From an optimization exercise on the open Yosys and OpenROAD flow, aimed at small area, a short achievable clock period and few clock cycles; shortcuts taken in it are not production practice. In this exercise RTL edits were held to simulation tests only and were not proved equivalent to the original. Power figures rest on the tool's default switching activity, not on a simulated workload.

==> flow/design.v, too long to show whole: its modules and the start of the top module <==
// module cpu_multiciclo: 202 lines
// module cpu_mul_csa: 1466 lines
module cpu_multiciclo #(
  parameter int DATA_W = 32,
  parameter int ADDR_W = 8
) (
  input  logic              clock,
  input  logic              reset,
  output logic              mem_en,
  output logic              mem_we,
  output logic [ADDR_W-1:0] mem_addr,
  output logic [DATA_W-1:0] mem_wdata,
  input  logic [DATA_W-1:0] mem_rdata,
  input  logic              mem_ready,
  output logic              halted,
  output logic [ADDR_W-1:0] pc_out,
  output logic [31:0]       instret,
  input  logic [3:0]        dbg_raddr,
  output logic [DATA_W-1:0] dbg_rdata
);
  // ...
==> flow/flow/run.sh <==
#!/bin/bash
# Standard synthesis, then the standard layout with the ports buffered by
# buf_4 cells (the default port buffer is a slow delay cell).
set -euo pipefail
bash standard.sh synth > synth.log 2>&1
bash standard.sh "BUFFER_PORTS_ARGS=-buffer_cell sky130_fd_sc_hd__buf_4" finish > layout.log 2>&1
==> flow/standard.sh <==
#!/bin/bash
# synth_recipe.tcl (not shown) runs the flow's synth.tcl, then flattens the netlist and writes it again
# the make line also repeats each setting of config.mk as NAME=value (left out here)
make -C /OpenROAD-flow-scripts/flow DESIGN_CONFIG=/design/flow/config.mk WORK_HOME=/design/flow/orfs CLKGATE_MAP_FILE= SYNTH_SCRIPT=/design/flow/synth_recipe.tcl "${@:-finish}"
==> flow/config.mk <==
export PLATFORM = sky130hd
export DESIGN_NAME = cpu_multiciclo
export DESIGN_NICKNAME = cpu_multiciclo
export VERILOG_FILES = /design/flow/design.v
export SDC_FILE = /design/flow/constraint.sdc
export NUM_CORES = 4
export LEC_CHECK = 0
export CAP_MARGIN = 30
export CORE_MARGIN = 2
export CORE_UTILIZATION = 55
export CTS_CLUSTER_DIAMETER = 90
export CTS_CLUSTER_SIZE = 24
export SETUP_SLACK_MARGIN = 4
export SLEW_MARGIN = 30
export TNS_END_PERCENT = 100
==> flow/constraint.sdc <==
create_clock -name core_clock -period 10.0 [get_ports {clock}]
set_input_delay 2.0000 -clock core_clock [delete_from_list [all_inputs] [get_ports {clock}]]
set_output_delay 2.0000 -clock core_clock [all_outputs]
set_load 0.01 [all_outputs]
==> results_dict.tcl, run 1 <==
set metrics [dict create \
    crit_path_end_kind "primary output" \
    seq_cells 689 \
    pg_comb_mw 0.0411 \
    wl_met3_um 36960 \
    synthTopCellsByArea "edfxtp_1 32%, fa_1 16%, a22oi_1 5.8%" \
    synth-seq-cells 689 \
    cap_violations 0 \
    synth_fa_ha_area_share_pct 19.76 \
    fmax_ghz 0.1642 \
    reg2reg_slack_ns 4.24 \
    p_comb_share_pct 0.8 \
    hold_slack_ns 0.4856 \
    row_count 113 \
    clock_area_share_pct 2.487 \
    first_iter_violations 9479 \
    die_area_um2 97980 \
    timing.final.crit_period_ns 6.092 \
    grt_pass1_vias 45650 \
    clock-sinks 689 \
    power.density_nw_per_um2 89.62 \
    largest_class "multi-input combinational cells" \
    crit_path_start "dbg_raddr[0]" \
    use_met1_pct 56.35 \
    synth_edf_count 568 \
    final_cell_mix "568 x edfxtp_1, 495 x inv_1, 422 x nor2_1" \
    netlist_instances 5053 \
    cp.depth 8 \
    syn_area_per_cell_um2 10.39 \
    final_common_cell "edfxtp_1" \
    grt_usage_pct 46.64 \
    instances_no_fill 6328 \
    reg_top3 "regs_r x480, mr_r x63" \
    cpMostUsedCell "buf_4" \
    htree_levels 2 \
    grt_use_met3_pct 18.08 \
    setup.worst_path.end "dbg_rdata[30]" \
    area_growth_pct 8.243 \
    grt-busiest-layer "met2" \
    status "complete, no violations" \
    core-area_um2 94870 \
    final_nets 5661 \
    die_w_um 313.0 \
    slowest_delay_ns 0.61 \
]
Testbench counts, summed over its fixed seeds: cycles 16,497.
==> module cpu_multiciclo, before the edit <==
module cpu_multiciclo #(
  parameter int DATA_W = 32,
  parameter int ADDR_W = 8
) (
  input  logic              clock,
  input  logic              reset,
  output logic              mem_en,
  output logic              mem_we,
  output logic [ADDR_W-1:0] mem_addr,
  output logic [DATA_W-1:0] mem_wdata,
  input  logic [DATA_W-1:0] mem_rdata,
  input  logic              mem_ready,
  output logic              halted,
  output logic [ADDR_W-1:0] pc_out,
  output logic [31:0]       instret,
  input  logic [3:0]        dbg_raddr,
  output logic [DATA_W-1:0] dbg_rdata
);
  localparam logic [3:0] OP_ADD  = 4'h0;
  localparam logic [3:0] OP_SUB  = 4'h1;
  localparam logic [3:0] OP_AND  = 4'h2;
  localparam logic [3:0] OP_OR   = 4'h3;
  localparam logic [3:0] OP_XOR  = 4'h4;
  localparam logic [3:0] OP_NOT  = 4'h5;
  localparam logic [3:0] OP_SHL  = 4'h6;
  localparam logic [3:0] OP_SHR  = 4'h7;
  localparam logic [3:0] OP_SAR  = 4'h8;
  localparam logic [3:0] OP_MUL  = 4'h9;
  localparam logic [3:0] OP_ADDI = 4'hA;
  localparam logic [3:0] OP_LW   = 4'hB;
  localparam logic [3:0] OP_SW   = 4'hC;
  localparam logic [3:0] OP_BEQ  = 4'hD;
  localparam logic [3:0] OP_JMP  = 4'hE;
  localparam logic [3:0] OP_HALT = 4'hF;
  logic [3:0]  op;
  logic [3:0]  rd;
  logic [15:0] imm;
  logic [31:0] a_r;        
  logic [31:0] b_r;        
  logic        irv_r;      
  logic [7:0]  pc_r;       
  logic        mst_r;      
  logic [63:0] mr_r;       
  logic [31:0] regs_r [1:15];
  logic [15:1] rv_r;       
  logic [31:0] simm;
  logic        sub;
  logic [31:0] opb;
  logic [32:0] sum_x;
  logic [31:0] sum;
  assign simm  = {{16{imm[15]}}, imm};
  assign sub   = (op == OP_SUB);
  assign opb   = (op == OP_ADDI) ? simm : (sub ? ~b_r : b_r);
  assign sum_x = {a_r, 1'b1} + {opb, sub};
  assign sum   = sum_x[32:1];
  logic        left;
  logic [31:0] sh_in, sh_out, shl_out;
  logic        fill;
  logic [32:0] sh_x;
  assign left = (op == OP_SHL);
  always_comb begin
    for (int i = 0; i < 32; i++) begin
      sh_in[i] = left ? a_r[31-i] : a_r[i];
    end
  end
  assign fill   = (op == OP_SAR) && a_r[31];
  assign sh_x   = $signed({fill, sh_in}) >>> b_r[4:0];
  assign sh_out = sh_x[31:0];
  always_comb begin
    for (int i = 0; i < 32; i++) begin
      shl_out[i] = sh_out[31-i];
    end
  end
  logic [63:0] csa_r;
  logic [31:0] mul_p;
  cpu_mul_csa u_mul (.a(a_r), .b(b_r), .r(csa_r));
  assign mul_p = mr_r[31:0] + mr_r[63:32];
  logic [31:0] res;
  always_comb begin
    case (op)
      OP_ADD, OP_SUB, OP_ADDI: res = sum;
      OP_AND:  res = a_r & b_r;
      OP_OR:   res = a_r | b_r;
      OP_XOR:  res = a_r ^ b_r;
      OP_NOT:  res = ~a_r;
      OP_SHL:  res = shl_out;
      OP_SHR, OP_SAR: res = sh_out;
      default: res = mul_p;
    endcase
  end
  logic [7:0] pc1, pct, ea, seq_addr;
  logic       is_mem, is_exec, taken;
  assign pc1     = pc_r + 8'd1;
  assign pct     = pc1 + imm[7:0];
  assign taken   = irv_r && (op == OP_BEQ) && (a_r == b_r);
  assign ea      = a_r[7:0] + imm[7:0];
  assign is_mem  = (op == OP_LW) || (op == OP_SW);
  assign is_exec = !is_mem && !((op == OP_MUL) && !mst_r);
  logic fetching;
  assign fetching = !halted && (!irv_r || is_exec);
  always_comb begin
    mem_en   = !halted && (!irv_r || is_mem || is_exec);
    mem_we   = !halted && irv_r && (op == OP_SW);
    if (!irv_r) begin
      seq_addr = pc_r;
    end else if (is_mem) begin
      seq_addr = ea;
    end else if (op == OP_JMP) begin
      seq_addr = imm[7:0];
    end else begin
      seq_addr = pc1;
    end
    mem_addr = taken ? pct : seq_addr;
  end
  assign mem_wdata = b_r;
  assign pc_out    = pc_r;
  logic        wex;
  logic        wen;
  logic [31:0] wd;
  assign wex = !halted && irv_r && (op <= OP_MUL || op == OP_ADDI) && (rd != 4'd0) && is_exec;
  assign wen = wex || (!halted && irv_r && (op == OP_LW) && (rd != 4'd0) && mem_ready);
  assign wd  = (op == OP_LW) ? mem_rdata : res;
  logic [3:0]  fa, fb;
  logic [31:0] ra_s, rb_s, d_s;
  assign fa = mem_rdata[23:20];
  assign fb = mem_rdata[19:16];
  always_comb begin
    ra_s = 32'd0;
    rb_s = 32'd0;
    d_s  = 32'd0;
    for (int i = 1; i < 16; i++) begin
      ra_s = ra_s | ({32{(fa == 4'(i)) && rv_r[i]}} & regs_r[i]);
      rb_s = rb_s | ({32{(fb == 4'(i)) && rv_r[i]}} & regs_r[i]);
      d_s  = d_s  | ({32{(dbg_raddr == 4'(i)) && rv_r[i]}} & regs_r[i]);
    end
  end
  assign dbg_rdata = d_s;
  always_ff @(posedge clock) begin
    for (int i = 1; i < 16; i++) begin
      if (wen && (rd == 4'(i))) begin
        regs_r[i] <= wd;
      end
    end
  end
  always_ff @(posedge clock or posedge reset) begin
    if (reset) begin
      rv_r <= '0;
    end else begin
      for (int i = 1; i < 16; i++) begin
        if (wen && (rd == 4'(i))) begin
          rv_r[i] <= 1'b1;
        end
      end
    end
  end
  always_ff @(posedge clock) begin
    if (fetching && mem_ready) begin
      op  <= mem_rdata[31:28];
      rd  <= mem_rdata[27:24];
      imm <= mem_rdata[15:0];
      a_r <= (wex && (rd == fa)) ? res : ra_s;
      b_r <= (wex && (rd == fb)) ? res : rb_s;
    end
  end
  always_ff @(posedge clock) begin
    mr_r <= csa_r;
  end
  logic f_halt;
  assign f_halt = fetching && mem_ready && (mem_rdata[31:28] == OP_HALT);
  always_ff @(posedge clock or posedge reset) begin
    if (reset) begin
      irv_r   <= 1'b0;
      pc_r    <= 8'd0;
      mst_r   <= 1'b0;
      halted  <= 1'b0;
      instret <= 32'd0;
    end else if (!halted) begin
      if (f_halt) begin
        halted <= 1'b1;
      end
      if (!irv_r) begin
        irv_r <= mem_ready;
        if (f_halt) begin
          instret <= instret + 32'd1;
        end
      end else if (is_mem) begin
        if (mem_ready) begin
          pc_r    <= pc1;
          irv_r   <= 1'b0;
          instret <= instret + 32'd1;
        end
      end else if (!is_exec) begin
        mst_r <= 1'b1;
      end else begin
        mst_r   <= 1'b0;
        pc_r    <= mem_addr;
        instret <= instret + (f_halt ? 32'd2 : 32'd1);
        irv_r   <= mem_ready;
      end
    end
  end
endmodule
==> inputs of run 2 (changes only) <==
--- a/flow/design.v
+++ b/flow/design.v
@@ -35,17 +35,17 @@
   logic [3:0]  op;
   logic [3:0]  rd;
   logic [15:0] imm;
   logic [31:0] a_r;        
   logic [31:0] b_r;        
   logic        irv_r;      
   logic [7:0]  pc_r;       
   logic        mst_r;      
-  logic [63:0] mr_r;       
+  logic [95:0] mr_r;       
   logic [31:0] regs_r [1:15];
   logic [15:1] rv_r;       
   logic [31:0] simm;
   logic        sub;
   logic [31:0] opb;
   logic [32:0] sum_x;
   logic [31:0] sum;
   assign simm  = {{16{imm[15]}}, imm};
@@ -66,56 +66,63 @@
   assign fill   = (op == OP_SAR) && a_r[31];
   assign sh_x   = $signed({fill, sh_in}) >>> b_r[4:0];
   assign sh_out = sh_x[31:0];
   always_comb begin
     for (int i = 0; i < 32; i++) begin
       shl_out[i] = sh_out[31-i];
     end
   end
-  logic [63:0] csa_r;
-  logic [31:0] mul_p;
+  logic [95:0] csa_r;
+  logic [31:0] m3_s, m3_c, mul_p;
   cpu_mul_csa u_mul (.a(a_r), .b(b_r), .r(csa_r));
-  assign mul_p = mr_r[31:0] + mr_r[63:32];
+  assign m3_s  = mr_r[31:0] ^ mr_r[63:32] ^ mr_r[95:64];
+  assign m3_c  = {(mr_r[30:0] & mr_r[62:32]) | (mr_r[30:0] & mr_r[94:64]) |
+                  (mr_r[62:32] & mr_r[94:64]), 1'b0};
+  assign mul_p = m3_s + m3_c;
   logic [31:0] res;
   always_comb begin
     case (op)
       OP_ADD, OP_SUB, OP_ADDI: res = sum;
       OP_AND:  res = a_r & b_r;
       OP_OR:   res = a_r | b_r;
       OP_XOR:  res = a_r ^ b_r;
       OP_NOT:  res = ~a_r;
       OP_SHL:  res = shl_out;
       OP_SHR, OP_SAR: res = sh_out;
       default: res = mul_p;
     endcase
   end
-  logic [7:0] pc1, pct, ea, seq_addr;
+  logic [7:0] pc1, pct, npc, ea;
   logic       is_mem, is_exec, taken;
   assign pc1     = pc_r + 8'd1;
   assign pct     = pc1 + imm[7:0];
-  assign taken   = irv_r && (op == OP_BEQ) && (a_r == b_r);
+  assign taken   = (op == OP_BEQ) && (a_r == b_r);
+  assign npc     = (op == OP_JMP) ? imm[7:0] : (taken ? pct : pc1);
   assign ea      = a_r[7:0] + imm[7:0];
   assign is_mem  = (op == OP_LW) || (op == OP_SW);
-  assign is_exec = !is_mem && !((op == OP_MUL) && !mst_r);
+  assign is_exec = !is_mem && (op != OP_HALT) && !((op == OP_MUL) && !mst_r);
   logic fetching;
   assign fetching = !halted && (!irv_r || is_exec);
   always_comb begin
-    mem_en   = !halted && (!irv_r || is_mem || is_exec);
-    mem_we   = !halted && irv_r && (op == OP_SW);
-    if (!irv_r) begin
-      seq_addr = pc_r;
-    end else if (is_mem) begin
-      seq_addr = ea;
-    end else if (op == OP_JMP) begin
-      seq_addr = imm[7:0];
-    end else begin
-      seq_addr = pc1;
+    mem_en   = 1'b0;
+    mem_we   = 1'b0;
+    mem_addr = pc_r;
+    if (!halted) begin
+      if (!irv_r) begin
+        mem_en = 1'b1;
+      end else if (is_mem) begin
+        mem_en   = 1'b1;
+        mem_we   = (op == OP_SW);
+        mem_addr = ea;
+      end else if (is_exec) begin
+        mem_en   = 1'b1;
+        mem_addr = npc;
+      end
     end
-    mem_addr = taken ? pct : seq_addr;
   end
   assign mem_wdata = b_r;
   assign pc_out    = pc_r;
   logic        wex;
   logic        wen;
   logic [31:0] wd;
   assign wex = !halted && irv_r && (op <= OP_MUL || op == OP_ADDI) && (rd != 4'd0) && is_exec;
   assign wen = wex || (!halted && irv_r && (op == OP_LW) && (rd != 4'd0) && mem_ready);
@@ -160,55 +167,50 @@
       imm <= mem_rdata[15:0];
       a_r <= (wex && (rd == fa)) ? res : ra_s;
       b_r <= (wex && (rd == fb)) ? res : rb_s;
     end
   end
   always_ff @(posedge clock) begin
     mr_r <= csa_r;
   end
-  logic f_halt;
-  assign f_halt = fetching && mem_ready && (mem_rdata[31:28] == OP_HALT);
   always_ff @(posedge clock or posedge reset) begin
     if (reset) begin
       irv_r   <= 1'b0;
       pc_r    <= 8'd0;
       mst_r   <= 1'b0;
       halted  <= 1'b0;
       instret <= 32'd0;
     end else if (!halted) begin
-      if (f_halt) begin
-        halted <= 1'b1;
-      end
       if (!irv_r) begin
         irv_r <= mem_ready;
-        if (f_halt) begin
-          instret <= instret + 32'd1;
-        end
       end else if (is_mem) begin
         if (mem_ready) begin
           pc_r    <= pc1;
           irv_r   <= 1'b0;
           instret <= instret + 32'd1;
         end
+      end else if (op == OP_HALT) begin
+        halted  <= 1'b1;
+        instret <= instret + 32'd1;
       end else if (!is_exec) begin
         mst_r <= 1'b1;
       end else begin
         mst_r   <= 1'b0;
-        pc_r    <= mem_addr;
-        instret <= instret + (f_halt ? 32'd2 : 32'd1);
+        pc_r    <= npc;
+        instret <= instret + 32'd1;
         irv_r   <= mem_ready;
       end
     end
   end
 endmodule
 module cpu_mul_csa (
   input  logic [31:0] a,
   input  logic [31:0] b,
-  output logic [63:0] r
+  output logic [95:0] r
 );
   wire pp_0_0 = a[0] & b[0];
   wire pp_0_1 = a[1] & b[0];
   wire pp_0_2 = a[2] & b[0];
   wire pp_0_3 = a[3] & b[0];
   wire pp_0_4 = a[4] & b[0];
   wire pp_0_5 = a[5] & b[0];
   wire pp_0_6 = a[6] & b[0];
@@ -1598,71 +1600,12 @@
   wire fs431 = fc396 ^ fc397 ^ fs398;
   wire fc431 = (fc396 & fc397) | (fc396 & fs398) | (fc397 & fs398);
   wire fs432 = fc398 ^ fc399 ^ fs400;
   wire fc432 = (fc398 & fc399) | (fc398 & fs400) | (fc399 & fs400);
   wire fs433 = fc400 ^ fc401 ^ fs402;
   wire fc433 = (fc400 & fc401) | (fc400 & fs402) | (fc401 & fs402);
   wire fs434 = fc402 ^ fc403 ^ fs404;
   wire fc434 = (fc402 & fc403) | (fc402 & fs404) | (fc403 & fs404);
-  wire hs435 = pp_0_2 ^ pp_1_1;
-  wire hc435 = pp_0_2 & pp_1_1;
-  wire fs436 = hs406 ^ pp_2_1 ^ pp_3_0;
-  wire fc436 = (hs406 & pp_2_1) | (hs406 & pp_3_0) | (pp_2_1 & pp_3_0);
-  wire fs437 = hc406 ^ fs407 ^ pp_4_0;
-  wire fc437 = (hc406 & fs407) | (hc406 & pp_4_0) | (fs407 & pp_4_0);
-  wire fs438 = fc407 ^ fs408 ^ pp_5_0;
-  wire fc438 = (fc407 & fs408) | (fc407 & pp_5_0) | (fs408 & pp_5_0);
-  wire fs439 = fc408 ^ fs409 ^ fs355;
-  wire fc439 = (fc408 & fs409) | (fc408 & fs355) | (fs409 & fs355);
-  wire fs440 = fc409 ^ fs410 ^ fs357;
-  wire fc440 = (fc409 & fs410) | (fc409 & fs357) | (fs410 & fs357);
-  wire fs441 = fc410 ^ fs411 ^ fs359;
-  wire fc441 = (fc410 & fs411) | (fc410 & fs359) | (fs411 & fs359);
-  wire fs442 = fc411 ^ fs412 ^ fs361;
-  wire fc442 = (fc411 & fs412) | (fc411 & fs361) | (fs412 & fs361);
-  wire fs443 = fc412 ^ fs413 ^ fs363;
-  wire fc443 = (fc412 & fs413) | (fc412 & fs363) | (fs413 & fs363);
-  wire fs444 = fc413 ^ fs414 ^ fs365;
-  wire fc444 = (fc413 & fs414) | (fc413 & fs365) | (fs414 & fs365);
-  wire fs445 = fc414 ^ fs415 ^ fs367;
-  wire fc445 = (fc414 & fs415) | (fc414 & fs367) | (fs415 & fs367);
-  wire fs446 = fc415 ^ fs416 ^ fs369;
-  wire fc446 = (fc415 & fs416) | (fc415 & fs369) | (fs416 & fs369);
-  wire fs447 = fc416 ^ fs417 ^ fs371;
-  wire fc447 = (fc416 & fs417) | (fc416 & fs371) | (fs417 & fs371);
-  wire fs448 = fc417 ^ fs418 ^ fs373;
-  wire fc448 = (fc417 & fs418) | (fc417 & fs373) | (fs418 & fs373);
-  wire fs449 = fc418 ^ fs419 ^ fs375;
-  wire fc449 = (fc418 & fs419) | (fc418 & fs375) | (fs419 & fs375);
-  wire fs450 = fc419 ^ fs420 ^ fs377;
-  wire fc450 = (fc419 & fs420) | (fc419 & fs377) | (fs420 & fs377);
-  wire fs451 = fc420 ^ fs421 ^ fs379;
-  wire fc451 = (fc420 & fs421) | (fc420 & fs379) | (fs421 & fs379);
-  wire fs452 = fc421 ^ fs422 ^ fs381;
-  wire fc452 = (fc421 & fs422) | (fc421 & fs381) | (fs422 & fs381);
-  wire fs453 = fc422 ^ fs423 ^ fs383;
-  wire fc453 = (fc422 & fs423) | (fc422 & fs383) | (fs423 & fs383);
-  wire fs454 = fc423 ^ fs424 ^ fs385;
-  wire fc454 = (fc423 & fs424) | (fc423 & fs385) | (fs424 & fs385);
-  wire fs455 = fc424 ^ fs425 ^ fs387;
-  wire fc455 = (fc424 & fs425) | (fc424 & fs387) | (fs425 & fs387);
-  wire fs456 = fc425 ^ fs426 ^ fs389;
-  wire fc456 = (fc425 & fs426) | (fc425 & fs389) | (fs426 & fs389);
-  wire fs457 = fc426 ^ fs427 ^ fs391;
-  wire fc457 = (fc426 & fs427) | (fc426 & fs391) | (fs427 & fs391);
-  wire fs458 = fc427 ^ fs428 ^ fs393;
-  wire fc458 = (fc427 & fs428) | (fc427 & fs393) | (fs428 & fs393);
-  wire fs459 = fc428 ^ fs429 ^ fs395;
-  wire fc459 = (fc428 & fs429) | (fc428 & fs395) | (fs429 & fs395);
-  wire fs460 = fc429 ^ fs430 ^ fs397;
-  wire fc460 = (fc429 & fs430) | (fc429 & fs397) | (fs430 & fs397);
-  wire fs461 = fc430 ^ fs431 ^ fs399;
-  wire fc461 = (fc430 & fs431) | (fc430 & fs399) | (fs431 & fs399);
-  wire fs462 = fc431 ^ fs432 ^ fs401;
-  wire fc462 = (fc431 & fs432) | (fc431 & fs401) | (fs432 & fs401);
-  wire fs463 = fc432 ^ fs433 ^ fs403;
-  wire fc463 = (fc432 & fs433) | (fc432 & fs403) | (fs433 & fs403);
-  wire fs464 = fc433 ^ fs434 ^ fs405;
-  wire fc464 = (fc433 & fs434) | (fc433 & fs405) | (fs434 & fs405);
-  assign r[31:0] = {fc463, fc462, fc461, fc460, fc459, fc458, fc457, fc456, fc455, fc454, fc453, fc452, fc451, fc450, fc449, fc448, fc447, fc446, fc445, fc444, fc443, fc442, fc441, fc440, fc439, fc438, fc437, fc436, hc435, hs435, pp_0_1, pp_0_0};
-  assign r[63:32] = {fs464, fs463, fs462, fs461, fs460, fs459, fs458, fs457, fs456, fs455, fs454, fs453, fs452, fs451, fs450, fs449, fs448, fs447, fs446, fs445, fs444, fs443, fs442, fs441, fs440, fs439, fs438, fs437, fs436, pp_2_0, pp_1_0, 1'b0};
+  assign r[31:0] = {fc433, fc432, fc431, fc430, fc429, fc428, fc427, fc426, fc425, fc424, fc423, fc422, fc421, fc420, fc419, fc418, fc417, fc416, fc415, fc414, fc413, fc412, fc411, fc410, fc409, fc408, fc407, hc406, hs406, pp_0_2, pp_0_1, pp_0_0};
+  assign r[63:32] = {fs434, fs433, fs432, fs431, fs430, fs429, fs428, fs427, fs426, fs425, fs424, fs423, fs422, fs421, fs420, fs419, fs418, fs417, fs416, fs415, fs414, fs413, fs412, fs411, fs410, fs409, fs408, fs407, pp_2_1, pp_1_1, pp_1_0, 1'b0};
+  assign r[95:64] = {fs405, fs403, fs401, fs399, fs397, fs395, fs393, fs391, fs389, fs387, fs385, fs383, fs381, fs379, fs377, fs375, fs373, fs371, fs369, fs367, fs365, fs363, fs361, fs359, fs357, fs355, pp_5_0, pp_4_0, pp_3_0, pp_2_0, 1'b0, 1'b0};
 endmodule
==> flow/run.sh (new file) <==
#!/bin/bash
# synth_recipe.tcl (not shown) runs the flow's synth.tcl, then flattens the netlist and writes it again
# the make line also repeats each setting of config.mk as NAME=value (left out here)
make -C /OpenROAD-flow-scripts/flow DESIGN_CONFIG=/design/flow/config.mk WORK_HOME=/design/flow/orfs CLKGATE_MAP_FILE= SYNTH_SCRIPT=/design/flow/synth_recipe.tcl finish
==> flow/config.mk (replaced) <==
export PLATFORM = sky130hd
export DESIGN_NAME = cpu_multiciclo
export DESIGN_NICKNAME = cpu_multiciclo
export VERILOG_FILES = /design/flow/design.v
export SDC_FILE = /design/flow/constraint.sdc
export NUM_CORES = 4
export LEC_CHECK = 0
export CAP_MARGIN = 30
export CORE_MARGIN = 2
export CORE_UTILIZATION = 45
export SETUP_SLACK_MARGIN = 4
export SLEW_MARGIN = 30
export TNS_END_PERCENT = 100
removed: flow/flow/run.sh
removed: flow/standard.sh
==> results_dict.tcl, run 2 <==
set metrics [dict create \
    status "complete, no violations" \
    core-area_um2 116500 \
    min_path_type "flop to flop" \
    area_growth_pct 15.43 \
    place.gp.congestion 1.051 \
    vias_per_cell 7.032 \
    ys_seq_area_share_pct 38.40 \
    largest_register "regs_r" \
    grt_max_degree 69 \
    numCtsBuffers 80 \
    peakVddDrop_uv 317.5 \
    whs_path_depth 1 \
    largest_reg_flops 480 \
    drtPass1Iterations 15 \
    drc 0 \
    synth.most_common_cell "edfxtp_1" \
    yosysTopAreaCellShare_pct 32.15 \
    synth_edf_count 568 \
    ant_nets 0 \
    setup_tns_ns 0 \
    clk_path_buf_depth 3 \
    die_area_um2 120700 \
    die_w_um 347.4 \
    finalClockSkew_ns 0.05703 \
    worstMarginPinSlew_ns 1.113 \
    pin_count 154 \
    row_count 125 \
    crit_path_end_kind "primary output" \
    critPathMaxFanout 7 \
    via_count 47980 \
    synthTopCellsByArea "edfxtp_1 32%, fa_1 16%, a22oi_1 5.5%" \
    drt-total-wl_um 245400 \
    netlist_instances 5111 \
    syn_nets 5731 \
    final_common_cell "edfxtp_1" \
    clock-sinks 719 \
    synth-seq-cells 719 \
    critPathKind "input pin to primary output" \
    worst_ep_required_time_ns 8.00 \
    p_leak_nw 23.68 \
    slowest_delay_ns 0.38 \
    first_iter_violations 10190 \
    start_util_pct 45.53 \
    overflow 0 \
    final-hold-violation-count 0 \
    cap_violations 0 \
    synthDistinctLibCells 79 \
    ys.flop_type "edfxtp_1" \
    ys_warn_count 2 \
    final_nets 5844 \
    crit_chain "buf_12 > nor2b_4 > buf_12 > and3_4 > buf_12 > a222oi_1 > and3_1 > nand4_1 > buf_2" \
    fin_util_pct 52.55 \
    clk_pin_slew_ns 0.06 \
    insertion_delay_ns 0.71 \
    drv_slew 0 \
    start_kind "input pin" \
    syn_area_per_cell_um2 10.38 \
    relSlewSlack_pct 25.25 \
    final_cell_mix "568 x edfxtp_1, 483 x nor2_1, 456 x inv_1" \
    power_mw 20.36 \
    cp.arrival_ns 4.06 \
    synth_common_cells "568 x edfxtp_1, 497 x nor2_1, 483 x inv_1" \
    fp.dieH_um 347.4 \
    grt_pass1_vias 46770 \
    fmax_ghz 0.1650 \
    ctsHoldBuffers 0 \
    port_buffers 153 \
    ys_async_sr_fraction_pct 8.067 \
    drive_above_1_share_pct 12.44 \
    antenna_found_initial 7 \
    hpwl_um 149800 \
    crit_path_top_delay_cell "a222oi_1" \
    grt_usage_pct 39.84 \
    timing.final.crit_period_ns 6.061 \
    post_synth_instance_area_um2 53050 \
    htree_levels 3 \
    cts-root-buf "clkbuf_16" \
    post-route-period-util_pct 60.61 \
    finalSetupViolCount 0 \
    reg2reg_depth 14 \
    power.density_nw_per_um2 332.5 \
    routedWlPerCell_um 35.97 \
    reg_top3 "regs_r x480, mr_r x93" \
    rsz0062_at_grt "yes" \
    cts_tree "done" \
    synth_top_area_cell "edfxtp_1" \
    cpMostUsedCell "buf_12" \
    grt_pass1_wl_um 344200 \
]
## run 2: cell count changes in the layout (fill, tap and decap cells not counted), moves of 42 or more
cell,change
nor2_1,+61
clkbuf_16,+42
buf_4,-105
nand2_1,-50
clkdlybuf4s50_1,+110
## run 2: final cells by class
| type | count | area [um2] |
|---|---|---|
| Fill cell | 10220 | 55280 |
| Multi-Input combinational cell | 3502 | 29840 |
| Sequential cell | 719 | 20370 |
| Timing Repair Buffer | 421 | 4129 |
| Clock buffer | 96 | 2163 |
| Inverter | 500 | 2066 |
| Tap cell | 1524 | 1907 |
| Clock inverter | 53 | 738.2 |
| Antenna cell | 8 | 20.02 |
## run 2: worst max-delay path, delay by kind of cell
kind,cells,cell delay (ns)
compound gates,1,0.38
buf+inv,4,0.71
simple gates,4,0.97
## run 2: per-layer routing
layer  share of wire [%]  up-vias  GRT usage [%]
met5               0.063        -         0.7603
met4                 9.4        6          27.44
met3                  15     1456          15.03
met2                  41     4583          57.93
met1                  34    23080          48.96
li1                    -    18860              -
## run 2: metrics by stage
stage | cells | worst slack [ns] | hold WS [ns] | instance area, um2
after floorplan | 5111 | 4.083 | 0.4601 | 53060
after global placement | 6560 | 2.926 | 0.4635 | 56450
after detailed placement | 6561 | 2.873 | 0.4805 | 56500
after CTS | 6792 | 3.867 | 0.4894 | 60830
after global routing | 6815 | 3.950 | 0.5034 | 61220
final | 6823 | 3.939 | 0.4839 | 61240
## run 2: worst paths after layout
path                                         start                       to  slack (ns)
min                        instret[31]$_DFFE_PP0P_  instret[31]$_DFFE_PP0P_        0.48
max                                   dbg_raddr[3]            dbg_rdata[14]        3.94
max reg2reg                        op[1]$_DFFE_PP_  regs_r[3][29]$_DFFE_PP_        4.23
max in group asynchronous                    reset  instret[20]$_DFFE_PP0P_        7.59
min reg2reg                instret[31]$_DFFE_PP0P_  instret[31]$_DFFE_PP0P_        0.48
min in group asynchronous                    reset      rv_r[6]$_DFFE_PP0P_        1.85
## run 2: power by group
group	total, mW	leakage, nW	internal [mW]	switching (mW)
clock	3.24	1.41	1.91	1.34
sequential	4.71	6.69	4.41	0.301
combinational	12.4	15.6	4.36	8.04
## run 2: logic make-up after synthesis
| group | synth area share, % |
|---|---|
| buffers and inverters | 6.434 |
| DFF | 38.40 |
| xor gates and xnor gates | 3.302 |
| adders and majority gates | 19.52 |
| AOI/OAI and AO/OA | 17.65 |
| and+or+nand+nor | 11.58 |
| muxes | 3.120 |
## run 2: what timing repair did
action | 4_1_cts | 5_1_grt
endpoints found under the setup margin | 70 | 179
resized for setup | 223 | 50
buffers inserted | 71 | 19
gates cloned | 11 | 4
pin swaps | 19 | 10
Testbench counts of run 2, summed over its fixed seeds: cycles 16,593.
==> inputs of run 3 (changes only) <==
==> flow/flow/run.sh (new file) <==
#!/bin/bash
# Standard synthesis, then the standard layout with the ports buffered by
# buf_4 cells (the default port buffer is a slow delay cell).
set -euo pipefail
bash standard.sh synth > synth.log 2>&1
bash standard.sh "BUFFER_PORTS_ARGS=-buffer_cell sky130_fd_sc_hd__buf_4" finish > layout.log 2>&1
==> flow/standard.sh (new file) <==
#!/bin/bash
# synth_recipe.tcl (not shown) runs the flow's synth.tcl, then flattens the netlist and writes it again
# the make line also repeats each setting of config.mk as NAME=value (left out here)
make -C /OpenROAD-flow-scripts/flow DESIGN_CONFIG=/design/flow/config.mk WORK_HOME=/design/flow/orfs CLKGATE_MAP_FILE= SYNTH_SCRIPT=/design/flow/synth_recipe.tcl "${@:-finish}"
removed: flow/run.sh
==> results_dict.tcl, run 3 <==
set metrics [dict create \
    rsz0062_at_grt "yes" \
    final_nets 5800 \
    cap_violations 0 \
    numCtsBuffers 83 \
    ant_nets 0 \
    ys.flop_type "edfxtp_1" \
    power_mw 20.09 \
    grt_pass1_wl_um 338600 \
    synth_edf_count 568 \
    crit_path_top_delay_cell "buf_6" \
    timing.final.crit_period_ns 6.125 \
    via_count 47190 \
    cpMostUsedCell "buf_4" \
    vias_per_cell 6.968 \
    ys_seq_area_share_pct 38.40 \
    routedWlPerCell_um 35.62 \
    drv_slew 0 \
    synth.most_common_cell "edfxtp_1" \
    syn_nets 5731 \
    post_synth_instance_area_um2 53050 \
    overflow 0 \
    core-area_um2 116500 \
    post-route-period-util_pct 61.25 \
    synth-seq-cells 719 \
    antenna_found_initial 9 \
    finalClockSkew_ns 0.06325 \
    row_count 125 \
    p_leak_nw 23.31 \
    port_buffers 153 \
    synth_common_cells "568 x edfxtp_1, 497 x nor2_1, 483 x inv_1" \
    crit_path_end_kind "primary output" \
    min_path_type "flop to flop" \
    drtPass1Iterations 14 \
    crit_path_start "dbg_raddr[1]" \
    worst_ep_required_time_ns 8.00 \
    start_util_pct 45.53 \
    cp.depth 8 \
    rr_endpoint "regs_r[14][21]$_DFFE_PP_" \
    insertion_delay_ns 0.74 \
    seq_area_um2 20370 \
    crit_family "simple AND/OR/NAND/NOR gates" \
    first_iter_violations 10050 \
    final_common_cell "edfxtp_1" \
    synthTopCellsByArea "edfxtp_1 32%, fa_1 16%, a22oi_1 5.5%" \
    clk_path_buf_depth 3 \
    drive_above_1_share_pct 14.03 \
    setup_tns_ns 0 \
    critPathKind "input pin to primary output" \
    final-hold-violation-count 0 \
    fill_cells 10340 \
    ys_async_sr_fraction_pct 8.067 \
    ys_warn_count 2 \
    synthDistinctLibCells 79 \
    grt_usage_pct 39.24 \
    finalSetupViolCount 0 \
    peakVddDrop_uv 279.9 \
    drt-total-wl_um 241200 \
    critPathBufInv 3 \
    power.density_nw_per_um2 335.6 \
    cp.arrival_ns 4.13 \
    synth_top_area_cell "edfxtp_1" \
    cts_tree "done" \
    yosysTopAreaCellShare_pct 32.15 \
    hpwl_um 150400 \
    fp.dieH_um 347.4 \
    final_cell_mix "568 x edfxtp_1, 484 x nor2_1, 464 x inv_1" \
    syn_area_per_cell_um2 10.38 \
    crit_chain "buf_4 > nor2_2 > and3_2 > buf_6 > a22oi_1 > and3_1 > nand4_1 > buf_4" \
    largest_reg_flops 480 \
    reg2reg_slack_ns 4.25 \
    clk_pin_slew_ns 0.06 \
    slowest_delay_ns 0.48 \
    critPathMaxFanout 32 \
    relSlewSlack_pct 26.38 \
    r2r_start "op[2]$_DFFE_PP_" \
    start_kind "input pin" \
    pin_count 154 \
    clock-sinks 719 \
    htree_levels 3 \
    multiInputGateArea_um2 29700 \
    drc 0 \
    die_w_um 347.4 \
    worstMarginPinSlew_ns 1.096 \
    largest_register "regs_r" \
    fmax_ghz 0.1633 \
    whs_path_depth 1 \
    grt_max_degree 66 \
    area_growth_pct 12.87 \
    status "complete, no violations" \
    setup.worst_path.end "dbg_rdata[25]" \
    reg_top3 "regs_r x480, mr_r x93" \
    grt_pass1_vias 46730 \
    netlist_instances 5111 \
    place.gp.congestion 1.041 \
    reg2reg_depth 14 \
    die_area_um2 120700 \
    cts-root-buf "clkbuf_16" \
]
==> run 3: cell types whose count changed in the layout (fill, tap and decap cells not counted), moves of 8 or more <==
cell / before / now
buf_4: 206 / 348
buf_12: 33 / 6
inv_1: 456 / 464
clkdlybuf4s50_1: 110 / 0
dlygate4sd2_1: 24 / 0
and3_4: 17 / 4
==> run 3: through the flow <==
stage | hold WS, ns | setup WS, ns | instance area [um2] | util, % | cells
2_1_floorplan | 0.4601 | 4.083 | 53060 | - | 5111
3_3_place_gp | 0.4659 | 3.404 | 56080 | 48.13 | 6561
3_5_place_dp | 0.4738 | 3.296 | 56090 | 48.14 | 6562
4_1_cts | 0.4820 | 3.920 | 59300 | 50.90 | 6737
5_1_grt | 0.5048 | 3.934 | 59870 | 51.38 | 6769
6_report | 0.4781 | 3.875 | 59880 | 51.39 | 6772
==> run 3: power breakdown <==
group	internal, mW	total, mW	leakage, nW	switching, mW
Combinational	4.28	12.2	15.2	7.91
Clock	1.85	3.22	1.38	1.37
Sequential	4.41	4.68	6.69	0.273
Total	10.5	20.1	23.3	9.55
==> run 3: final cells by class <==
class	instances	share of cell area, %
Tap cell	1524	3.185
Sequential cell	719	34.02
Inverter	500	3.323
Timing Repair Buffer	379	5.082
Antenna cell	3	0.01254
Clock inverter	49	1.093
Clock buffer	101	3.682
Multi-Input combinational cell	3497	49.60
==> run 3: how the worst min path moves through the flow <==
| stage | startpoint | to | slack, ns |
|---|---|---|---|
| finish | instret[31]$_DFFE_PP0P_ | instret[31]$_DFFE_PP0P_ | 0.48 |
| global route | instret[31]$_DFFE_PP0P_ | instret[31]$_DFFE_PP0P_ | 0.50 |
| CTS | instret[31]$_DFFE_PP0P_ | instret[31]$_DFFE_PP0P_ | 0.48 |
| detailed placement | instret[31]$_DFFE_PP0P_ | instret[31]$_DFFE_PP0P_ | 0.47 |
| global placement | instret[31]$_DFFE_PP0P_ | instret[31]$_DFFE_PP0P_ | 0.47 |
| floorplan | rv_r[10]$_DFFE_PP0P_ | rv_r[10]$_DFFE_PP0P_ | 0.46 |
==> run 3: logic make-up (layout without fill, tap and decap cells) <==
kind of cell / after synthesis / count (layout) / synth area share, %
and+or+nand+nor: 1345 / 1348 / 11.58
AOI/OAI and AO/OA: 1266 / 1266 / 17.65
buffers and inverters: 898 / 1029 / 6.434
DFF: 719 / 719 / 38.40
adders and majority gates: 581 / 581 / 19.52
xor gates and xnor gates: 200 / 200 / 3.302
muxes: 102 / 102 / 3.120
other: 0 / 3 / 0
==> run 3: worst register-to-register path: cells and delay by family, from the launching register on <==
kind	cells	cell delay, ns
compound gates	7	2.50
simple gates	3	0.79
flops	1	0.76
xor+xnor	2	0.57
buf+inv	1	0.41
fa+ha+maj	1	0.37
==> run 3: what timing repair did <==
item / CTS / global route
resized for setup: 49 / 75
cloned: 2 / 2
pin swaps: 5 / 20
hold buffers: 0 / 0
setup buffers: 23 / 30
setup endpoints to repair: 67 / 50
==> run 3: per-layer routing <==
layer / part of all wire (%) / GRT usage [%] / vias to the layer above
met5: 0.015 / 0.3201 / -
met4: 8.5 / 24.88 / 6
met3: 15 / 15.83 / 1343
met2: 42 / 57.55 / 4395
met1: 34 / 48.00 / 22720
li1: - / - / 18730
==> inputs of run 4 (changes only) <==
--- a/flow/design.v
+++ b/flow/design.v
@@ -32,7 +32,26 @@
   localparam logic [3:0] OP_BEQ  = 4'hD;
   localparam logic [3:0] OP_JMP  = 4'hE;
   localparam logic [3:0] OP_HALT = 4'hF;
-  logic [3:0]  op;
+  logic        c_sub;      
+  logic        c_imm;      
+  logic        c_left;     
+  logic        c_sar;      
+  logic        r_sum;      
+  logic        r_and;      
+  logic        r_or;       
+  logic        r_xor;      
+  logic        r_not;      
+  logic        r_shl;      
+  logic        r_shr;      
+  logic        c_mul;      
+  logic        c_lw;       
+  logic        c_sw;       
+  logic        c_beq;      
+  logic        c_jmp;      
+  logic        c_halt;     
+  logic        c_one;      
+  logic        c_wr;       
+  logic        c_lwr;      
   logic [3:0]  rd;
   logic [15:0] imm;
   logic [31:0] a_r;        
@@ -49,21 +68,21 @@
   logic [32:0] sum_x;
   logic [31:0] sum;
   assign simm  = {{16{imm[15]}}, imm};
-  assign sub   = (op == OP_SUB);
-  assign opb   = (op == OP_ADDI) ? simm : (sub ? ~b_r : b_r);
+  assign sub   = c_sub;
+  assign opb   = c_imm ? simm : (sub ? ~b_r : b_r);
   assign sum_x = {a_r, 1'b1} + {opb, sub};
   assign sum   = sum_x[32:1];
   logic        left;
   logic [31:0] sh_in, sh_out, shl_out;
   logic        fill;
   logic [32:0] sh_x;
-  assign left = (op == OP_SHL);
+  assign left = c_left;
   always_comb begin
     for (int i = 0; i < 32; i++) begin
       sh_in[i] = left ? a_r[31-i] : a_r[i];
     end
   end
-  assign fill   = (op == OP_SAR) && a_r[31];
+  assign fill   = c_sar && a_r[31];
   assign sh_x   = $signed({fill, sh_in}) >>> b_r[4:0];
   assign sh_out = sh_x[31:0];
   always_comb begin
@@ -79,27 +98,23 @@
                   (mr_r[62:32] & mr_r[94:64]), 1'b0};
   assign mul_p = m3_s + m3_c;
   logic [31:0] res;
-  always_comb begin
-    case (op)
-      OP_ADD, OP_SUB, OP_ADDI: res = sum;
-      OP_AND:  res = a_r & b_r;
-      OP_OR:   res = a_r | b_r;
-      OP_XOR:  res = a_r ^ b_r;
-      OP_NOT:  res = ~a_r;
-      OP_SHL:  res = shl_out;
-      OP_SHR, OP_SAR: res = sh_out;
-      default: res = mul_p;
-    endcase
-  end
+  assign res = ({32{r_sum}} & sum) |
+               ({32{r_and}} & (a_r & b_r)) |
+               ({32{r_or}}  & (a_r | b_r)) |
+               ({32{r_xor}} & (a_r ^ b_r)) |
+               ({32{r_not}} & ~a_r) |
+               ({32{r_shl}} & shl_out) |
+               ({32{r_shr}} & sh_out) |
+               ({32{c_mul}} & mul_p);
   logic [7:0] pc1, pct, npc, ea;
   logic       is_mem, is_exec, taken;
   assign pc1     = pc_r + 8'd1;
   assign pct     = pc1 + imm[7:0];
-  assign taken   = (op == OP_BEQ) && (a_r == b_r);
-  assign npc     = (op == OP_JMP) ? imm[7:0] : (taken ? pct : pc1);
+  assign taken   = c_beq && (a_r == b_r);
+  assign npc     = c_jmp ? imm[7:0] : (taken ? pct : pc1);
   assign ea      = a_r[7:0] + imm[7:0];
-  assign is_mem  = (op == OP_LW) || (op == OP_SW);
-  assign is_exec = !is_mem && (op != OP_HALT) && !((op == OP_MUL) && !mst_r);
+  assign is_mem  = c_lw || c_sw;
+  assign is_exec = c_one || (c_mul && mst_r);
   logic fetching;
   assign fetching = !halted && (!irv_r || is_exec);
   always_comb begin
@@ -111,7 +126,7 @@
         mem_en = 1'b1;
       end else if (is_mem) begin
         mem_en   = 1'b1;
-        mem_we   = (op == OP_SW);
+        mem_we   = c_sw;
         mem_addr = ea;
       end else if (is_exec) begin
         mem_en   = 1'b1;
@@ -124,10 +139,11 @@
   logic        wex;
   logic        wen;
   logic [31:0] wd;
-  assign wex = !halted && irv_r && (op <= OP_MUL || op == OP_ADDI) && (rd != 4'd0) && is_exec;
-  assign wen = wex || (!halted && irv_r && (op == OP_LW) && (rd != 4'd0) && mem_ready);
-  assign wd  = (op == OP_LW) ? mem_rdata : res;
-  logic [3:0]  fa, fb;
+  assign wex = !halted && irv_r && c_wr && is_exec;
+  assign wen = wex || (!halted && irv_r && c_lwr && mem_ready);
+  assign wd  = c_lw ? mem_rdata : res;
+  logic [3:0]  f_op, fa, fb;
+  assign f_op = mem_rdata[31:28];
   logic [31:0] ra_s, rb_s, d_s;
   assign fa = mem_rdata[23:20];
   assign fb = mem_rdata[19:16];
@@ -162,8 +178,27 @@
   end
   always_ff @(posedge clock) begin
     if (fetching && mem_ready) begin
-      op  <= mem_rdata[31:28];
-      rd  <= mem_rdata[27:24];
+      c_sub  <= (f_op == OP_SUB);
+      c_imm  <= (f_op == OP_ADDI);
+      c_left <= (f_op == OP_SHL);
+      c_sar  <= (f_op == OP_SAR);
+      r_sum  <= (f_op == OP_ADD) || (f_op == OP_SUB) || (f_op == OP_ADDI);
+      r_and  <= (f_op == OP_AND);
+      r_or   <= (f_op == OP_OR);
+      r_xor  <= (f_op == OP_XOR);
+      r_not  <= (f_op == OP_NOT);
+      r_shl  <= (f_op == OP_SHL);
+      r_shr  <= (f_op == OP_SHR) || (f_op == OP_SAR);
+      c_mul  <= (f_op == OP_MUL);
+      c_lw   <= (f_op == OP_LW);
+      c_sw   <= (f_op == OP_SW);
+      c_beq  <= (f_op == OP_BEQ);
+      c_jmp  <= (f_op == OP_JMP);
+      c_halt <= (f_op == OP_HALT);
+      c_one  <= (f_op != OP_LW) && (f_op != OP_SW) && (f_op != OP_MUL) && (f_op != OP_HALT);
+      c_wr   <= ((f_op <= OP_MUL) || (f_op == OP_ADDI)) && (mem_rdata[27:24] != 4'd0);
+      c_lwr  <= (f_op == OP_LW) && (mem_rdata[27:24] != 4'd0);
+      rd     <= mem_rdata[27:24];
       imm <= mem_rdata[15:0];
       a_r <= (wex && (rd == fa)) ? res : ra_s;
       b_r <= (wex && (rd == fb)) ? res : rb_s;
@@ -188,7 +223,7 @@
           irv_r   <= 1'b0;
           instret <= instret + 32'd1;
         end
-      end else if (op == OP_HALT) begin
+      end else if (c_halt) begin
         halted  <= 1'b1;
         instret <= instret + 32'd1;
       end else if (!is_exec) begin
==> results_dict.tcl, run 4 <==
set metrics [dict create \
    power.density_nw_per_um2 183.3 \
    ys_warn_count 2 \
    synth_top_area_cell "edfxtp_1" \
    fill_cells 10950 \
    final_cell_mix "583 x edfxtp_1, 548 x nor2_1, 493 x a22oi_1" \
    core-area_um2 120100 \
    cts_tree "done" \
    via_count 49580 \
    whs_path_depth 1 \
    finalSetupViolCount 0 \
    synth.most_common_cell "edfxtp_1" \
    grt_pass1_wl_um 355400 \
    fp.dieH_um 352.5 \
    ant_nets 0 \
    status "complete, no violations" \
    insertion_delay_ns 0.72 \
    grt_usage_pct 39.68 \
    routedWlPerCell_um 36.30 \
    post-route-period-util_pct 60.85 \
    timing.final.crit_period_ns 6.085 \
    post_synth_instance_area_um2 54660 \
    grt_pass1_vias 48450 \
    rsz0062_at_grt "no" \
    critPathBufInv 2 \
    pwr-share-seq_pct 32.8 \
    rr_endpoint "regs_r[7][25]$_DFFE_PP_" \
    antenna_found_initial 11 \
    relSlewSlack_pct 22.19 \
    vias_per_cell 7.021 \
    critPathMaxFanout 16 \
    die_area_um2 124300 \
    first_iter_violations 9769 \
    slowest_delay_ns 0.64 \
    cap_violations 0 \
    switching_share_pct 40.16 \
    grt_max_degree 71 \
    r2r_start "c_imm$_DFFE_PP_" \
    clock-sinks 734 \
    drv_slew 0 \
    syn_area_per_cell_um2 10.30 \
    netlist_instances 5304 \
    hold_path.startpoint "instret[31]$_DFFE_PP0P_" \
    reg2reg_slack_ns 4.46 \
    largest_reg_flops 480 \
    cpMostUsedCell "buf_4" \
    peakVddDrop_uv 325.1 \
    clk_pin_slew_ns 0.06 \
    htree_levels 3 \
    numCtsBuffers 84 \
    synthTopCellsByArea "edfxtp_1 32%, fa_1 15%, a22oi_1 6.8%" \
    ys.flop_type "edfxtp_1" \
    cts-root-buf "clkbuf_16" \
    start_kind "input pin" \
    p_clk_share_pct 28.5 \
    start_util_pct 45.50 \
    ys_seq_area_share_pct 38.09 \
    fin_util_pct 51.10 \
    largest_register "regs_r" \
    overflow 0 \
    row_count 127 \
    clk_path_buf_depth 3 \
    crit_path_top_delay_cell "and3_4" \
    hpwl_um 163200 \
    cp.arrival_ns 4.09 \
    p_leak_nw 23.53 \
    synth_edf_count 583 \
    syn_nets 5924 \
    synth-seq-cells 734 \
    p_int_mw 6.734 \
    port_buffers 153 \
    worstMarginPinSlew_ns 1.158 \
    setup_tns_ns 0 \
    pin_count 154 \
    fmax_ghz 0.1643 \
    min_to "instret[31]$_DFFE_PP0P_" \
    drt-total-wl_um 256300 \
    synthDistinctLibCells 87 \
    drc 0 \
    ctsHoldBuffers 0 \
    final_nets 5991 \
    die_w_um 352.5 \
    drive_above_1_share_pct 13.09 \
    crit_family "simple AND/OR/NAND/NOR gates" \
    reg2reg_depth 13 \
    synth_common_cells "583 x edfxtp_1, 561 x nor2_1, 493 x a22oi_1" \
    final-hold-violation-count 0 \
    drtPass1Iterations 17 \
    crit_path_end_kind "primary output" \
    place.gp.congestion 1.026 \
    min_path_type "flop to flop" \
    area_growth_pct 12.31 \
    yosysTopAreaCellShare_pct 32.03 \
    final_common_cell "edfxtp_1" \
    ys_async_sr_fraction_pct 7.902 \
    worst_ep_required_time_ns 8.00 \
    p_comb_share_pct 38.7 \
    net-switching-power_mw 4.519 \
    finalClockSkew_ns 0.05261 \
    crit_chain "buf_4 > nor2_1 > and3_4 > a222oi_1 > and3_1 > nand4_1 > buf_4" \
    reg_top3 "regs_r x480, mr_r x93" \
    critPathKind "input pin to primary output" \
]
[run 4: through the flow]
step | power, mW | cells | instance area [um2] | hold slack [ns] | worst slack (ns)
6_report | 11.25 | 7062 | 61390 | 0.4737 | 3.915
5_1_grt | 11.69 | 7053 | 61360 | 0.4994 | 4.002
4_1_cts | 11.08 | 7017 | 60850 | 0.4766 | 4.002
3_5_place_dp | 7.874 | 6835 | 57750 | 0.4644 | 3.960
3_3_place_gp | 7.849 | 6835 | 57700 | 0.4626 | 3.804
2_1_floorplan | 6.033 | 5304 | 54660 | 0.4560 | 4.030
[run 4: how the worst max path moves through the flow]
stage,end,cells past startpoint,startpoint,slack [ns]
final,dbg_rdata[27],7,dbg_raddr[1],3.91
after CTS,dbg_rdata[28],8,dbg_raddr[0],4.00
after global placement,dbg_rdata[28],7,dbg_raddr[3],3.80
after global routing,mem_addr[2],10,b_r[22]$_DFFE_PP_,4.00
after detailed placement,mem_addr[4],10,a_r[11]$_DFFE_PP_,3.96
after floorplan,mem_addr[4],15,b_r[4]$_DFFE_PP_,4.03
[run 4: power by group through the flow]
stage | sequential, mW | combinational [mW] | clock [mW]
final | 3.69 | 4.35 | 3.21
after global routing | 3.71 | 4.62 | 3.35
after CTS | 3.68 | 4.17 | 3.22
after detailed placement | 3.75 | 4.13 | 0
after global placement | 3.74 | 4.10 | 0
after floorplan | 3.70 | 2.33 | 0
[run 4: cell type report]
class | count | area, um2 | area share [%]
multi-input combinational | 3730 | 31030 | 50.54
sequential | 734 | 20820 | 33.92
timing repair buffer | 359 | 2858 | 4.655
clock buffer | 111 | 2342 | 3.816
tap | 1612 | 2017 | 3.286
inverter | 460 | 1789 | 2.915
clock inverter | 45 | 498.0 | 0.8112
antenna | 9 | 22.52 | 0.03669
timing repair inverter | 2 | 10.01 | 0.01631
[run 4: kinds of logic (layout without fill, tap and decap cells)]
kind of cell | Yosys count | count (layout) | share of synthesized area (%)
flip-flops | 734 | 734 | 38.09
AO/OA/AOI/OAI | 1282 | 1282 | 17.60
buffers and inverters | 845 | 977 | 5.908
other | 0 | 9 | 0
adder cells (fa/ha/maj) | 581 | 581 | 18.95
AND/OR/NAND/NOR | 1578 | 1583 | 13.31
multiplexers | 105 | 105 | 3.278
XOR/XNOR | 179 | 179 | 2.868
[run 4: what timing repair did]
item                       in CTS  in global routing
buffers inserted               24                 28
gates resized for setup        24                 53
cloned                          2                  7
setup endpoints to repair       8                 20
pin swaps                       0                 13
[run 4: routing by layer]
| metal | GRT usage, % | share of wire (%) | vias up |
|---|---|---|---|
| met5 | 0.9231 | 0.080 | - |
| met4 | 27.97 | 9.1 | 6 |
| met3 | 14.85 | 15 | 1314 |
| met2 | 57.82 | 41 | 4616 |
| met1 | 48.42 | 34 | 24040 |
| li1 | - | - | 19600 |
Testbench counts of run 4, summed over its fixed seeds: cycles 16,593.
==> inputs of run 5 (changes only) <==
--- a/flow/design.v
+++ b/flow/design.v
@@ -46,8 +46,6 @@
   logic        c_mul;      
   logic        c_lw;       
   logic        c_sw;       
-  logic        c_beq;      
-  logic        c_jmp;      
   logic        c_halt;     
   logic        c_one;      
   logic        c_wr;       
@@ -58,6 +56,10 @@
   logic [31:0] b_r;        
   logic        irv_r;      
   logic [7:0]  pc_r;       
+  logic [7:0]  pc1_r;      
+  logic [7:0]  pct_r;      
+  logic        tk_r;       
+  logic [7:0]  ea_r;       
   logic        mst_r;      
   logic [95:0] mr_r;       
   logic [31:0] regs_r [1:15];
@@ -106,13 +108,9 @@
                ({32{r_shl}} & shl_out) |
                ({32{r_shr}} & sh_out) |
                ({32{c_mul}} & mul_p);
-  logic [7:0] pc1, pct, npc, ea;
-  logic       is_mem, is_exec, taken;
-  assign pc1     = pc_r + 8'd1;
-  assign pct     = pc1 + imm[7:0];
-  assign taken   = c_beq && (a_r == b_r);
-  assign npc     = c_jmp ? imm[7:0] : (taken ? pct : pc1);
-  assign ea      = a_r[7:0] + imm[7:0];
+  logic [7:0] npc;
+  logic       is_mem, is_exec;
+  assign npc     = tk_r ? pct_r : pc1_r;
   assign is_mem  = c_lw || c_sw;
   assign is_exec = c_one || (c_mul && mst_r);
   logic fetching;
@@ -127,7 +125,7 @@
       end else if (is_mem) begin
         mem_en   = 1'b1;
         mem_we   = c_sw;
-        mem_addr = ea;
+        mem_addr = ea_r;
       end else if (is_exec) begin
         mem_en   = 1'b1;
         mem_addr = npc;
@@ -144,20 +142,31 @@
   assign wd  = c_lw ? mem_rdata : res;
   logic [3:0]  f_op, fa, fb;
   assign f_op = mem_rdata[31:28];
-  logic [31:0] ra_s, rb_s, d_s;
+  logic [31:0] ra_s, rb_s;
   assign fa = mem_rdata[23:20];
   assign fb = mem_rdata[19:16];
   always_comb begin
     ra_s = 32'd0;
     rb_s = 32'd0;
-    d_s  = 32'd0;
     for (int i = 1; i < 16; i++) begin
       ra_s = ra_s | ({32{(fa == 4'(i)) && rv_r[i]}} & regs_r[i]);
       rb_s = rb_s | ({32{(fb == 4'(i)) && rv_r[i]}} & regs_r[i]);
-      d_s  = d_s  | ({32{(dbg_raddr == 4'(i)) && rv_r[i]}} & regs_r[i]);
     end
   end
-  assign dbg_rdata = d_s;
+  logic [31:0] dg [4];
+  logic [15:0] rv16;
+  assign rv16 = {rv_r, 1'b0};
+  always_comb begin
+    for (int k = 0; k < 4; k++) begin
+      case (dbg_raddr[1:0])
+        2'd0:    dg[k] = (k == 0) ? 32'd0 : regs_r[4*k];
+        2'd1:    dg[k] = regs_r[4*k+1];
+        2'd2:    dg[k] = regs_r[4*k+2];
+        default: dg[k] = regs_r[4*k+3];
+      endcase
+    end
+  end
+  assign dbg_rdata = dg[dbg_raddr[3:2]] & {32{rv16[dbg_raddr]}};
   always_ff @(posedge clock) begin
     for (int i = 1; i < 16; i++) begin
       if (wen && (rd == 4'(i))) begin
@@ -176,8 +185,25 @@
       end
     end
   end
+  logic [31:0] fwa, fwb;
+  logic        fwd_a, fwd_b, f_eq;
+  assign fwd_a = wex && (rd == fa);
+  assign fwd_b = wex && (rd == fb);
+  assign fwa   = fwd_a ? res : ra_s;
+  assign fwb   = fwd_b ? res : rb_s;
+  always_comb begin
+    case ({fwd_a, fwd_b})
+      2'b00:   f_eq = (ra_s == rb_s);
+      2'b01:   f_eq = (ra_s == res);
+      2'b10:   f_eq = (res == rb_s);
+      default: f_eq = 1'b1;
+    endcase
+  end
   always_ff @(posedge clock) begin
     if (fetching && mem_ready) begin
+      pct_r  <= (f_op == OP_JMP) ? mem_rdata[7:0] : mem_addr + 8'd1 + mem_rdata[7:0];
+      tk_r   <= (f_op == OP_JMP) || ((f_op == OP_BEQ) && f_eq);
+      ea_r   <= fwa[7:0] + mem_rdata[7:0];
       c_sub  <= (f_op == OP_SUB);
       c_imm  <= (f_op == OP_ADDI);
       c_left <= (f_op == OP_SHL);
@@ -192,16 +218,14 @@
       c_mul  <= (f_op == OP_MUL);
       c_lw   <= (f_op == OP_LW);
       c_sw   <= (f_op == OP_SW);
-      c_beq  <= (f_op == OP_BEQ);
-      c_jmp  <= (f_op == OP_JMP);
       c_halt <= (f_op == OP_HALT);
       c_one  <= (f_op != OP_LW) && (f_op != OP_SW) && (f_op != OP_MUL) && (f_op != OP_HALT);
       c_wr   <= ((f_op <= OP_MUL) || (f_op == OP_ADDI)) && (mem_rdata[27:24] != 4'd0);
       c_lwr  <= (f_op == OP_LW) && (mem_rdata[27:24] != 4'd0);
       rd     <= mem_rdata[27:24];
       imm <= mem_rdata[15:0];
-      a_r <= (wex && (rd == fa)) ? res : ra_s;
-      b_r <= (wex && (rd == fb)) ? res : rb_s;
+      a_r <= fwa;
+      b_r <= fwb;
     end
   end
   always_ff @(posedge clock) begin
@@ -211,6 +235,7 @@
     if (reset) begin
       irv_r   <= 1'b0;
       pc_r    <= 8'd0;
+      pc1_r   <= 8'd1;
       mst_r   <= 1'b0;
       halted  <= 1'b0;
       instret <= 32'd0;
@@ -219,7 +244,8 @@
         irv_r <= mem_ready;
       end else if (is_mem) begin
         if (mem_ready) begin
-          pc_r    <= pc1;
+          pc_r    <= pc1_r;
+          pc1_r   <= pc1_r + 8'd1;
           irv_r   <= 1'b0;
           instret <= instret + 32'd1;
         end
@@ -231,6 +257,7 @@
       end else begin
         mst_r   <= 1'b0;
         pc_r    <= npc;
+        pc1_r   <= npc + 8'd1;
         instret <= instret + 32'd1;
         irv_r   <= mem_ready;
       end
==> results_dict.tcl, run 5 <==
set metrics [dict create \
    ys_async_sr_fraction_pct 8.719 \
    ys_seq_area_share_pct 37.03 \
    first_iter_violations 7878 \
    p_leak_nw 24.64 \
    via_count 49080 \
    start_util_pct 45.42 \
    core-area_um2 127700 \
    critPathBufInv 3 \
    grt_pass1_wl_um 349700 \
    largest_reg_flops 480 \
    p_comb_share_pct 33.9 \
    yosysTopAreaCellShare_pct 30.97 \
    pin_count 154 \
    worst_ep_required_time_ns 8.00 \
    synth.most_common_cell "edfxtp_1" \
    peakVddDrop_uv 218.9 \
    worstMarginPinSlew_ns 1.116 \
    post_synth_instance_area_um2 57990 \
    cap_violations 0 \
    crit_path_start "dbg_raddr[2]" \
    cts_tree "done" \
    finalClockSkew_ns 0.05638 \
    power.density_nw_per_um2 168.6 \
    hpwl_um 160200 \
    grt_usage_pct 36.88 \
    crit_family "buffers and inverters" \
    hold_path.startpoint "instret[31]$_DFFE_PP0P_" \
    critPathKind "input pin to primary output" \
    pwr-share-seq_pct 35.0 \
    switching_share_pct 36.07 \
    crit_path_top_delay_cell "a2111oi_1" \
    hold_slack_ns 0.4868 \
    synth_common_cells "598 x edfxtp_1, 580 x nor2_1, 452 x inv_1" \
    rsz0062_at_grt "yes" \
    critPathMaxFanout 16 \
    drt-total-wl_um 247200 \
    final_nets 6029 \
    syn_area_per_cell_um2 10.79 \
    drc 0 \
    min_path_type "flop to flop" \
    synthTopCellsByArea "edfxtp_1 31%, fa_1 14%, mux4_2 5.6%" \
    net-switching-power_mw 3.926 \
    clk_pin_slew_ns 0.06 \
    port_buffers 153 \
    overflow 0 \
    area_growth_pct 11.31 \
    htree_levels 3 \
    start_kind "input pin" \
    setup_tns_ns 0 \
    synthDistinctLibCells 98 \
    final_common_cell "edfxtp_1" \
    slowest_delay_ns 0.70 \
    routedWlPerCell_um 34.60 \
    cp.arrival_ns 4.10 \
    placed_cells 6957 \
    post-route-period-util_pct 61.02 \
    relSlewSlack_pct 25.59 \
    final_cell_mix "598 x edfxtp_1, 567 x nor2_1, 450 x inv_1" \
    place.gp.congestion 1.051 \
    largest_register "regs_r" \
    clk_path_buf_depth 3 \
    cpMostUsedCell "buf_4" \
    drtPass1Iterations 9 \
    grt_pass1_vias 48270 \
    fmax_ghz 0.1639 \
    die_area_um2 131800 \
    crit_path_end_kind "primary output" \
    synth_top_area_cell "edfxtp_1" \
    drive_above_1_share_pct 15.86 \
    grt_max_degree 75 \
    instances_no_fill 7144 \
    netlist_instances 5372 \
    synth_edf_count 598 \
    fp.dieH_um 363.0 \
    final-hold-violation-count 0 \
    p_int_mw 6.958 \
    numCtsBuffers 86 \
    fin_util_pct 50.56 \
    ys_warn_count 3 \
    cts-root-buf "clkbuf_16" \
    finalSetupViolCount 0 \
    reg_top3 "regs_r x480, mr_r x93" \
    syn_nets 5994 \
    ctsHoldBuffers 0 \
    antenna_found_initial 8 \
    drv_slew 0 \
    timing.final.crit_period_ns 6.102 \
    crit_chain "buf_4 > nand2b_2 > buf_4 > nor2_1 > a2111oi_1 > buf_4" \
    vias_per_cell 6.870 \
    status "complete, no violations" \
    row_count 131 \
    p_clk_share_pct 31.2 \
    r2r_start "b_r[0]$_DFFE_PP_" \
    synth-seq-cells 757 \
    clock-sinks 757 \
    ys.flop_type "edfxtp_1" \
    insertion_delay_ns 0.74 \
    ant_nets 0 \
    die_w_um 363.0 \
]
## run 5: changes by cell type in the layout (fill, tap and decap cells not counted), moves of 43 or more
cell	previous run	this run
a21oi_1	109	163
a22oi_1	493	334
buf_4	343	300
mux2_2	29	148
mux2i_1	26	106
mux4_2	29	145
nand2_1	450	395
nor3_1	75	32
xor2_1	57	100
## run 5: what timing repair did
item | CTS | global route
pin swaps | 1 | 1
setup endpoints to repair | 32 | 26
setup buffers | 8 | 7
cloned | 2 | 2
gates resized for setup | 30 | 13
## run 5: final timing paths
check / endpoint / slack [ns] / cells after the start
min in group asynchronous: instret[31]$_DFFE_PP0P_ / 1.45 / 3
worst min register to register: instret[31]$_DFFE_PP0P_ / 0.49 / 1
worst max-delay path: dbg_rdata[12] / 3.90 / 6
worst min-delay path: instret[31]$_DFFE_PP0P_ / 0.49 / 1
max in group asynchronous: pc_r[6]$_DFFE_PP0P_ / 8.07 / 3
worst max register to register: ea_r[7]$_DFFE_PP_ / 4.07 / 16
## run 5: layer usage
metal	GRT usage, %	routed length [um]	share of wire, %	up-vias
li1	-	-	-	19640
met1	45.62	87600	35	24350
met2	56.38	108600	44	3985
met3	10.66	31130	13	1096
met4	24.19	19880	8.0	6
met5	0	46	0.019	-
## run 5: kinds of logic after synthesis
kind of cell | share of synthesized area, %
AND/OR/NAND/NOR | 11.39
AO/OA/AOI/OAI | 13.77
flip-flops | 37.03
XOR/XNOR | 3.685
adder cells (fa/ha/maj) | 17.90
multiplexers | 10.62
buffers and inverters | 5.612
## run 5: final cells by class
class | instances | area, um2
fill | 11410 | 63130
clock inverter | 48 | 638.1
timing repair buffer | 322 | 2635
multi-input combinational | 3768 | 33550
sequential | 757 | 21470
inverter | 472 | 1772
clock buffer | 112 | 2394
tap | 1662 | 2079
antenna | 3 | 7.507
## run 5: power by group through the flow
stage	Clock, mW	Combinational [mW]	Sequential (mW)
global placement	0	3.49	3.87
detailed placement	0	3.51	3.87
finish	3.39	3.69	3.80
global route	3.56	3.91	3.82
CTS	3.43	3.56	3.80
floorplan	0	2.17	3.82
## run 5: per-stage QoR
stage / worst slack, ns / power, mW / cell area [um2]
6_report: 3.898 / 10.88 / 64550
5_1_grt: 3.918 / 11.28 / 64540
4_1_cts: 3.961 / 10.79 / 64320
3_5_place_dp: 3.011 / 7.380 / 61060
3_3_place_gp: 2.958 / 7.355 / 61040
2_1_floorplan: 4.029 / 5.988 / 58010
Testbench counts of run 5, summed over its fixed seeds: cycles 16,593.

==> separate check: timing with driven ports <==
How much do the figures lean on ideal ports? The routed layouts below were timed once more, with nothing changed but the port constraints. Step 1 (the two cells are an assumption about what drives the block):
set clk [get_ports {clock}]
set_driving_cell -lib_cell sky130_fd_sc_hd__clkbuf_16 $clk
set_driving_cell -lib_cell sky130_fd_sc_hd__buf_2 [delete_from_list [all_inputs] $clk]
Step 2, shift: input delay + t, output delay - t, t = (earliest + latest rising clock arrival at the registers) / 2. This alone moves slack from input paths to output paths. Three values: ideal ports, drivers, drivers and shift; two values: the first two.
| run | shift t [ns] | setup slack, ns | worst data-port slew with drivers (ns) | pins driven straight from the clock port |
|---|---|---|---|---|
| run 1 | 0.776 | 3.908 / 3.883 / 3.883 | 0.04 | 1 |
| run 2 | 0.748 | 3.939 / 3.890 / 3.890 | 0.06 | 1 |
| run 3 | 0.778 | 3.875 / 3.830 / 3.830 | 0.05 | 1 |
| run 4 | 0.766 | 3.915 / 3.872 / 3.872 | 0.06 | 1 |
| run 5 | 0.784 | 3.898 / 3.763 / 3.654 | 0.20 | 1 |
After both steps every run listed still meets setup and hold. The setup slack of run 5, which loses most, moves by -0.135 ns with the drivers and by -0.244 ns with both steps.
